Context: an optimization exercise on an open-source flow, tuned for small area, a short achievable clock period and few clock cycles per item. The choices shown serve that exercise and are no tape-out recipe. The RTL was checked by simulation tests, not by an equivalence proof against the original design. No activity file was given, so power comes from the tool's default toggle rates.

==> flow/design.v <==
package bcld_pkg;
    localparam int unsigned BLK_W    = 32;
    localparam int unsigned SLOT_O_W = 4;
    typedef enum logic [0:0] {
        CMD_ACCESS  = 1'b0,
        CMD_RECLAIM = 1'b1
    } t_cmd;
    typedef enum logic [2:0] {
        ST_HIT      = 3'd0,
        ST_INSERTED = 3'd1,
        ST_FULL     = 3'd2,
        ST_RANGE    = 3'd3,
        ST_EVICTED  = 3'd4,
        ST_EMPTY    = 3'd5
    } t_status;
    typedef struct packed {
        logic touch;
        logic insert;
        logic evict;
    } t_lru_op;
endpackage
module block_cache_lru_directory_core (
    input  logic        i_clk,
    input  logic        i_rst_n,
    input  logic        i_in_valid,
    output logic        o_in_stall,
    input  logic [0:0]  i_cmd,
    input  logic [31:0] i_block_number,
    output logic        o_out_valid,
    input  logic        i_out_stall,
    output logic [2:0]  o_status,
    output logic [3:0]  o_slot,
    output logic [31:0] o_evicted_block,
    input  logic        i_cfg_we,
    input  logic [31:0] i_cfg_data
);
    localparam int N = 16;
    logic [31:0]  r_tag [N];
    logic [N-1:0] r_valid;
    logic [31:0]  r_size;
    logic         r_m [N][N];      
    logic         s1_v;
    logic         s1_cmd;
    logic [31:0]  s1_blk;
    logic         s1_take, n1_v;
    logic         r2_v;
    logic         r2_cmd;
    logic         r2_gt_hi, r2_eq_hi, r2_ge_lo;   
    logic         r2_rng;
    logic [31:0]  r2_key;
    logic [N-1:0] r2_eq;
    logic         r_ov;
    logic [2:0]   r_st;
    logic [3:0]   r_sl;
    logic [31:0]  r_ev;
    logic         q_v;
    logic [2:0]   q_st;
    logic [3:0]   q_sl;
    logic [N-1:0] q_rd;
    logic         pop, r_ld;
    logic         n2_v, nq_v, r_stall;
    logic         adv, take, acc;
    logic [N-1:0] eq_in;
    logic         eq_key;
    logic [N-1:0] match, free_oh, victim, upd, ins_oh, evc_oh, sel_oh, rd_oh;
    logic         hit, full, empty, is_acc, go_acc, ins;
    logic [2:0]   n_st;
    logic [3:0]   n_sl;
    logic [31:0]  n_ev;
    logic         older [N][N];   
    assign adv        = r2_v & ~q_v;
    assign take       = ~r2_v | ~q_v;
    assign acc        = take;
    assign s1_take    = ~s1_v | take;
    assign n1_v       = s1_take ? i_in_valid : s1_v;
    assign o_in_stall = r_stall;
    assign pop        = r_ov & ~i_out_stall;
    assign r_ld       = ~r_ov | pop;
    assign n2_v       = take ? s1_v : r2_v;
    assign nq_v       = q_v ? ~pop : (adv & ~r_ld);
    assign eq_key = (r2_key == s1_blk);
    always_comb begin
        for (int i = 0; i < N; i++) begin
            eq_in[i] = (adv && free_oh[i]) ? eq_key : (r_tag[i] == s1_blk);
        end
    end
    assign r2_rng = r2_gt_hi | (r2_eq_hi & r2_ge_lo);
    always_comb begin
        for (int i = 0; i < N; i++) begin
            match[i] = r_valid[i] & r2_eq[i];
        end
        hit   = |match;
        full  = &r_valid;
        empty = ~|r_valid;
        for (int i = 0; i < N; i++) begin
            free_oh[i] = ~r_valid[i];
            for (int k = 0; k < i; k++) begin
                free_oh[i] = free_oh[i] & r_valid[k];
            end
        end
        for (int j = 0; j < N; j++) begin
            for (int k = 0; k < N; k++) begin
                if (k < j) older[k][j] = ~r_valid[k] | r_m[k][j];
                else if (k > j) older[k][j] = ~r_valid[k] | ~r_m[j][k];
                else older[k][j] = 1'b1;
            end
        end
        for (int j = 0; j < N; j++) begin
            victim[j] = r_valid[j];
            for (int k = 0; k < N; k++) begin
                victim[j] = victim[j] & older[k][j];
            end
        end
        is_acc = ~r2_cmd;
        go_acc = is_acc & ~r2_rng;
        ins    = go_acc & ~hit;
        ins_oh = free_oh & {N{ins}};
        upd    = (match & {N{go_acc}}) | ins_oh;
        evc_oh = victim & {N{r2_cmd}};
        sel_oh = go_acc ? (match | (hit ? '0 : free_oh)) : evc_oh;
        n_sl = '0;
        for (int i = 0; i < N; i++) begin
            if (sel_oh[i]) n_sl = n_sl | 4'(i);
        end
        for (int i = 0; i < N; i++) begin
            q_rd[i] = (q_st == 3'd4) && (q_sl == 4'(i));
        end
        rd_oh = q_v ? q_rd : evc_oh;
        n_ev = '0;
        for (int i = 0; i < N; i++) begin
            if (rd_oh[i]) n_ev = n_ev | r_tag[i];
        end
        if (r2_cmd) n_st = empty ? 3'd5 : 3'd4;
        else if (r2_rng) n_st = 3'd3;
        else if (hit) n_st = 3'd0;
        else if (full) n_st = 3'd2;
        else n_st = 3'd1;
    end
    always_ff @(posedge i_clk) begin
        if (!i_rst_n) begin
            r2_v    <= 1'b0;
            s1_v    <= 1'b0;
            r_stall <= 1'b0;
            r_ov    <= 1'b0;
            q_v     <= 1'b0;
            r_valid <= '0;
            r_size  <= '1;
        end else begin
            if (i_cfg_we) r_size <= i_cfg_data;
            s1_v    <= n1_v;
            r2_v    <= n2_v;
            r_stall <= n1_v & n2_v & nq_v;
            if (adv) begin
                r_valid <= (r_valid & ~evc_oh) | ins_oh;
            end
            if (r_ld) r_ov <= q_v | adv;
            q_v <= nq_v;
        end
    end
    always_ff @(posedge i_clk) begin
        if (s1_take) begin
            s1_cmd <= i_cmd[0];
            s1_blk <= i_block_number;
        end
        if (acc) begin
            r2_cmd   <= s1_cmd;
            r2_key   <= s1_blk;
            r2_eq    <= eq_in;
            r2_gt_hi <= (s1_blk[31:16] >  r_size[31:16]);
            r2_eq_hi <= (s1_blk[31:16] == r_size[31:16]);
            r2_ge_lo <= (s1_blk[15:0]  >= r_size[15:0]);
        end
        if (!q_v) begin
            q_st <= n_st;
            q_sl <= n_sl;
        end
        if (r_ld) begin
            r_st <= q_v ? q_st : n_st;
            r_sl <= q_v ? q_sl : n_sl;
            r_ev <= n_ev;
        end
    end
    for (genvar i = 0; i < N; i++) begin : g_tag
        always_ff @(posedge i_clk) begin
            if (adv && free_oh[i]) r_tag[i] <= r2_key;
        end
    end
    for (genvar i = 0; i < N; i++) begin : g_row
        for (genvar j = i + 1; j < N; j++) begin : g_col
            always_ff @(posedge i_clk) begin
                if (adv && upd[i]) r_m[i][j] <= 1'b1;
                else if (adv && upd[j]) r_m[i][j] <= 1'b0;
            end
        end
    end
    assign o_out_valid     = r_ov;
    assign o_status        = r_st;
    assign o_slot          = r_sl;
    assign o_evicted_block = r_ev;
endmodule
==> flow/run.sh <==
#!/bin/bash
# synth_recipe.tcl (not shown) runs the flow's synth.tcl, then flattens the netlist and writes it again
# the make line also repeats each setting of config.mk as NAME=value (left out here)
make -C /OpenROAD-flow-scripts/flow DESIGN_CONFIG=/design/flow/config.mk WORK_HOME=/design/flow/orfs CLKGATE_MAP_FILE= SYNTH_SCRIPT=/design/flow/synth_recipe.tcl finish
==> flow/config.mk <==
export PLATFORM = sky130hd
export DESIGN_NAME = block_cache_lru_directory_core
export DESIGN_NICKNAME = block_cache_lru_directory_core
export VERILOG_FILES = /design/flow/design.v
export SDC_FILE = /design/flow/constraint.sdc
export NUM_CORES = 4
export LEC_CHECK = 0
export CAP_MARGIN = 40
export CORE_MARGIN = 2
export CORE_UTILIZATION = 50
export CTS_CLUSTER_DIAMETER = 80
export CTS_CLUSTER_SIZE = 18
export SETUP_SLACK_MARGIN = 4.8
export SLEW_MARGIN = 40
export TNS_END_PERCENT = 50
==> flow/constraint.sdc <==
create_clock -name core_clock -period 7.5 [get_ports {i_clk}]
set_input_delay 1.5000 -clock core_clock [delete_from_list [all_inputs] [get_ports {i_clk}]]
set_output_delay 1.5000 -clock core_clock [all_outputs]
set_load 0.01 [all_outputs]
==> flow_summary.toml, run 1 <==
[global_routing]
grt_pass1_vias = 26800
grt_pass1_wl_um = 221000
antenna_found_initial = 9
overflow = 0
grt_max_degree = 63
grt_usage_pct = 41.4

[setup_path]
end_kind = "primary output"
path_cells = "buf_2"
worstSetupPathType = "flop to primary output"
cp_max_fo = 1
arrival_ps = 1460
path_buf_inv = 1
startpoint_type = "flop"
crit_required_ps = 6000
slowest_stage = "edfxtp_1"
cpPeakStageDelay_ps = 560
crit_family = "flip-flops"

[cts]
clock_latency_ps = 680
htree_levels = 2
ctsRootBufferMaster = "clkbuf_16"
cts_buffer_depth = 3
clk_pin_slew_ps = 90
cts_buffers = 53
clkSinkCount = 816
cts_tree = "yes"

[floorplan]
fp-row-count = 100
core-area_sq_mm = 0.0741
start_util_pct = 50.2
die_area_sq_mm = 0.0766
boundaryPins = 111
fp.dieW_um = 277
die_h_um = 277

[timing]
setup_violations = 0
slew_headroom_pct = 33.6
skew_ps = 37.1
worst_pin_slew_ps = 989
fin_crit_ps = 2960
min_period_over_period_pct = 39.5
grt_setup_unrepaired = "yes"
maxSlewViolCount = 0
tns_ps = 0
max_freq_ghz = 0.338
hold_viol = 0
holdWs_ps = 449

[placed_design]
io_buffers = 110
detailed_place_hpwl_um = 109000
gp_congestion = 1.08
placed_area_sq_mm = 0.0398

[yosys]
syn_area_sq_mm = 0.0372
synth-edff-count = 636
synth-seq-cells = 816
synthCells = 2922
avgSynthCellArea_sq_um = 12.7
async_flop_share_pct = 0
synth-seq-area-share_pct = 61.0
synth_cell_types = 71
syn_nets = 3024
yosysWarnings = 4
synth_flop_cell = "edfxtp_1"
yosys.area.top_type = "edfxtp_1"
synth_top_area_share_pct = 51.4
yosys-top-cells-area = "edfxtp_1 51%, xnor2_1 12%, dfxtp_1 9.7%, a22o_1 3.4%, a221oi_1 3.3%"

[flow_run]
maxCapViolations = 0

[cells_and_area]
nNetsFinal = 3189
fin_area_sq_mm = 0.0432
syn_to_final_growth_pct = 16.1
seq_area_sq_mm = 0.0227
filler_cell_count = 6110
multiInputGateArea_sq_mm = 0.0145
layout-drive-gt1-share_pct = 14.8

[route]
ant_nets = 0
drt_wl_total_um = 164000
drt_first_pass_iters = 8
first_iter_violations = 5567
via_count = 28900
drc = 0
wl_per_cell_um = 40.2
vias_per_cell = 7.07

[pwr]
power.density_mw_per_mm2 = 199
max-vdd-ir-drop_uv = 182
p_leak_uw = 0.0147

[min_path]
hold_path_class = "flop to flop"

[outcome]
status = "finished clean"
## where the power goes
group	internal [uW]	leakage [uW]	switching (uW)
Clock	1360	0.000740	1580
Combinational	224	0.00644	427
Sequential	4930	0.00748	86.7
## final cells by class
class	instances	share of cell area [%]
antenna	1	0.00579
clock buffer	75	3.38
clock inverter	8	0.151
inverter	56	0.539
multi-input combinational	1861	33.6
sequential	816	52.7
tap	969	2.81
timing repair buffer	299	6.83
## cell usage in the layout (no fill, tap or decap), drive strengths merged, types with 7 or more instances in the layout
cell type      count
and2              13
or3                8
nand3             12
dfxtp            180
clkdlybuf4s50     67
a221oi           141
nor4              47
o21a               8
inv               52
o2111a            13
a21oi             19
o2111ai           16
xor2              19
a22o             146
a22oi             14
buf              215
nor2b             18
nor3              17
nand4            196
xnor2            525
clkinvlp           7
ha                32
clkbuf            92
o22ai             13
nand2b            67
o211ai            35
o21ai             31
a2111oi            9
edfxtp           636
nor2              29
nand2            300
o31ai              9
mux2i             16
or4                7
a21o              46
## state kept, by name, summed over array words and instances, names as in the netlist, 3 cells and up
signal,cells
q_sl,4
q_st,3
r2_eq,16
r2_key,32
r_ev,32
r_m,120
r_size,32
r_sl,4
r_st,3
r_tag,512
r_valid,16
s1_blk,32
## metrics by stage
stage	utilization (%)	power, uW	std cells	setup slack (ps)
after floorplan	-	5390	2922	4490
after global placement	53.6	5710	3897	3700
after detailed placement	53.8	5710	3900	4000
after CTS	56.9	8560	4030	4590
after global routing	58.3	8790	4085	4560
final	58.3	8610	4085	4540
## layer usage
layer	wire length (um)	global-route usage, %	part of all wire [%]	vias to the layer above
met5	390	1.56	0.24	-
li1	-	-	-	11400
met2	67200	59.0	41	2496
met3	26600	18.0	16	616
met1	59200	54.3	36	14400
met4	10800	19.0	6.6	20
## worst paths after layout
kind,slack (ps),cells after the start,from,end
max reg2reg,4580,6,s1_blk[0],r2_eq[14]
max,4540,1,r_ev[31],o_evicted_block[31]
min,450,0,s1_cmd,r2_cmd
min reg2reg,450,0,s1_cmd,r2_cmd
## synth_stat cells, drive strengths merged (29+ instances only)
| cell | count |
|---|---|
| edfxtp | 636 |
| xnor2 | 525 |
| nand2 | 300 |
| nand4 | 196 |
| dfxtp | 180 |
| a22o | 146 |
| a221oi | 141 |
| clkbuf | 124 |
| buf | 66 |
| nand2b | 66 |
| inv | 56 |
| nor4 | 47 |
| a21o | 46 |
| o211ai | 35 |
| ha | 32 |
| o21ai | 31 |
| nor2 | 29 |
## kinds of logic after synthesis
family                   count (synthesis)  share of synthesized area, %
adder cells (fa/ha/maj)                 32                          1.08
XOR/XNOR                               544                          12.8
buffers and inverters                  246                          2.73
AO/OA/AOI/OAI                          535                          11.8
flip-flops                             816                          61.0
multiplexers                            17                         0.461
AND/OR/NAND/NOR                        732                          10.1
## what timing repair did
action	CTS	global route
setup buffers	47	44
gates resized for setup	274	97
setup endpoints to repair	526	277
pin swaps	15	12
gates cloned	0	9
hold buffers	0	0
Testbench counts, summed over its fixed seeds: cycles 24,024, requests 24,000.
==> run 2, diff against run 1 <==
--- a/flow/config.mk
+++ b/flow/config.mk
@@ -10,6 +10,6 @@
 export CORE_UTILIZATION = 50
 export CTS_CLUSTER_DIAMETER = 80
 export CTS_CLUSTER_SIZE = 18
+export GPL_TIMING_DRIVEN = 0
 export SETUP_SLACK_MARGIN = 4.8
 export SLEW_MARGIN = 40
-export TNS_END_PERCENT = 50
==> flow_summary.toml, run 2 <==
[setup_path]
crit_required_ps = 7680
worstSetupPathType = "flop to flop"
end_kind = "flop"
startpoint_type = "flop"
cp_max_fo = 10
arrival_ps = 3300
rrSetupSlack_ps = 4380

[cts]
cts_buffers = 53
cts_buffer_depth = 3
clk_pin_slew_ps = 90
cts_tree = "yes"
htree_levels = 2
clock_latency_ps = 670
ctsHoldBuffers = 0
clkSinkCount = 816
ctsRootBufferMaster = "clkbuf_16"

[pwr]
power_uw = 8800
max-vdd-ir-drop_uv = 198
p_leak_uw = 0.0177
power.density_mw_per_mm2 = 180

[route]
drt_wl_total_um = 198000
via_count = 32600
wirelength_met1_um = 67200
first_iter_violations = 6736
wl_per_cell_um = 44.7
vias_per_cell = 7.34
wl_met2_um = 75200
drc = 0
routed.top_layer = "met5"
drt_first_pass_iters = 10
ant_nets = 0
met3_length_um = 35900

[placed_design]
detailed_place_hpwl_um = 143000
placedCellCount = 4084
io_buffers = 108
gp_congestion = 1.12
place_ws_ps = 2890

[global_routing]
overflow = 0
grt_pass1_vias = 29600
antenna_found_initial = 20
grt_max_degree = 30
grt_pass1_wl_um = 258000
grt_usage_pct = 50.2

[timing]
tns_ps = 0
hold_viol = 0
worst_pin_slew_ps = 989
slew_headroom_pct = 33.6
maxSlewViolCount = 0
grt_setup_unrepaired = "yes"
setup_ws_ps = 4380
fin_crit_ps = 3120
min_period_over_period_pct = 41.6
skew_ps = 28.1
max_freq_ghz = 0.320
setup_violations = 0
holdWs_ps = 438

[yosys]
yosys-top-cells-area = "edfxtp_1 51%, xnor2_1 12%, dfxtp_1 9.7%, a22o_1 3.4%, a221oi_1 3.3%"
synth_commonest_cells = "636 x edfxtp_1, 525 x xnor2_1, 300 x nand2_1, 196 x nand4_1, 180 x dfxtp_1"
synth_cell_types = 71
synthMostInstantiatedCell = "edfxtp_1"
synthCells = 2922
syn_nets = 3024
yosys.area.top_type = "edfxtp_1"
synth_flop_cell = "edfxtp_1"
yosysWarnings = 4
async_flop_share_pct = 0
synth-edff-count = 636
synth_top_area_share_pct = 51.4
synth-seq-area-share_pct = 61.0
avgSynthCellArea_sq_um = 12.7
synth-seq-cells = 816
syn_area_sq_mm = 0.0372

[flow_run]
maxCapViolations = 0

[floorplan]
start_util_pct = 50.2
fp-row-count = 100
fp.dieW_um = 277
core-area_sq_mm = 0.0741
boundaryPins = 111
die_h_um = 277
die_area_sq_mm = 0.0766

[outcome]
status = "finished clean"

[cells_and_area]
syn_to_final_growth_pct = 31.6
top_regs = "r_tag (512), r_m (120)"
instances_no_fill = 4437
final_common_cell = "edfxtp_1"
top_register = "r_tag"
mostFrequentLayoutCells = "636 x edfxtp_1, 433 x xnor2_1, 265 x nand2_1"
layout-drive-gt1-share_pct = 28.3
largest_register_ffs = 512
nNetsFinal = 3535

[min_path]
hold_path_class = "flop to flop"
run 2: layout make-up:
| class | count | area, sq um |
|---|---|---|
| Multi-Input combinational cell | 1860 | 16300 |
| Timing Repair Buffer | 456 | 4670 |
| Inverter | 56 | 246 |
| Fill cell | 5439 | 25100 |
| Clock inverter | 14 | 128 |
| Clock buffer | 68 | 1380 |
| Sequential cell | 816 | 22800 |
| Antenna cell | 8 | 20.0 |
| Tap cell | 969 | 1210 |
| Buffer | 190 | 2290 |
run 2: routing by layer:
| metal | up-vias | GRT usage, % |
|---|---|---|
| met5 | - | 2.00 |
| met4 | 24 | 36.4 |
| met3 | 954 | 27.4 |
| met2 | 3507 | 65.9 |
| met1 | 16000 | 61.7 |
| li1 | 12100 | - |
run 2: through the flow:
stage / instance area [sq um] / utilization (%)
after floorplan: 37400 / -
after global placement: 39700 / 53.5
after detailed placement: 41000 / 55.3
after CTS: 46900 / 63.4
after global routing: 48900 / 66.1
final: 49000 / 66.1
run 2: logic make-up (layout without fill, tap and decap cells):
logic type / Yosys count / in the layout / share of synthesized area, %
adders and majority gates: 32 / 32 / 1.08
buffers and inverters: 246 / 784 / 2.73
and+or+nand+nor: 732 / 732 / 10.1
other: 0 / 8 / 0
DFF: 816 / 816 / 61.0
muxes: 17 / 17 / 0.461
AOI/OAI and AO/OA: 535 / 535 / 11.8
xor gates and xnor gates: 544 / 544 / 12.8
run 2: critical path, stage by stage, from the launching register on:
cell	delay, ps
dfxtp_1	320
buf_4	190
buf_12	170
buf_8	170
a221oi_1	110
nand4_1	120
buf_4	170
o22ai_4	110
buf_12	210
buf_8	210
a221oi_2	250
nand4_1	580
run 2: power breakdown:
group	internal (uW)	switching, uW	total (uW)
combinational	291	496	787
clock	1340	1630	2970
sequential	4930	106	5030
run 2: repair_timing:
item                                    4_1_cts  5_1_grt
setup buffers                               178       83
gates resized for setup                     832      297
pin swaps                                    88      115
endpoints found under the hold margin         0        0
gates cloned                                  0        2
endpoints found under the setup margin      515      258
run 2: worst paths after layout:
| kind | cells past startpoint | from | endpoint |
|---|---|---|---|
| setup / recovery | 11 | r_valid[13] | r_ev[15] |
| hold / removal | 0 | s1_cmd | r2_cmd |
| setup reg to reg | 11 | r_valid[13] | r_ev[15] |
| hold reg to reg | 0 | s1_cmd | r2_cmd |

afterwards: timing with drivers on the ports:
Ports are ideal in the flow. The routed layouts listed here were re-timed in OpenROAD. Step 1 (the two cells are an assumption about what drives the block):
set clk [get_ports {i_clk}]
set_driving_cell -lib_cell sky130_fd_sc_hd__clkbuf_16 $clk
set_driving_cell -lib_cell sky130_fd_sc_hd__buf_2 [delete_from_list [all_inputs] $clk]
Step 2 adds t to the input delays and takes it off the output delays; t is the mean of the earliest and latest rising clock arrival at the registers after step 1. Input paths then give back, and output paths get back, about the clock's delay inside the block. Three values: ideal, step 1, step 2; two values: the first two.
| run | shift t [ns] | slack for setup (ns) | worst slew at a driven data input, ns | cell pins on the clock port's net |
|---|---|---|---|---|
| run 1 | 0.728 | 4.541 / 4.468 / 4.377 | 0.05 | 1 |
| run 2 | 0.728 | 4.379 / 4.379 / 4.350 | 0.06 | 1 |
After both steps setup and hold are still met in every run listed. The setup slack of run 1, which loses most, moves by -0.073 ns with the drivers and by -0.164 ns with both steps.
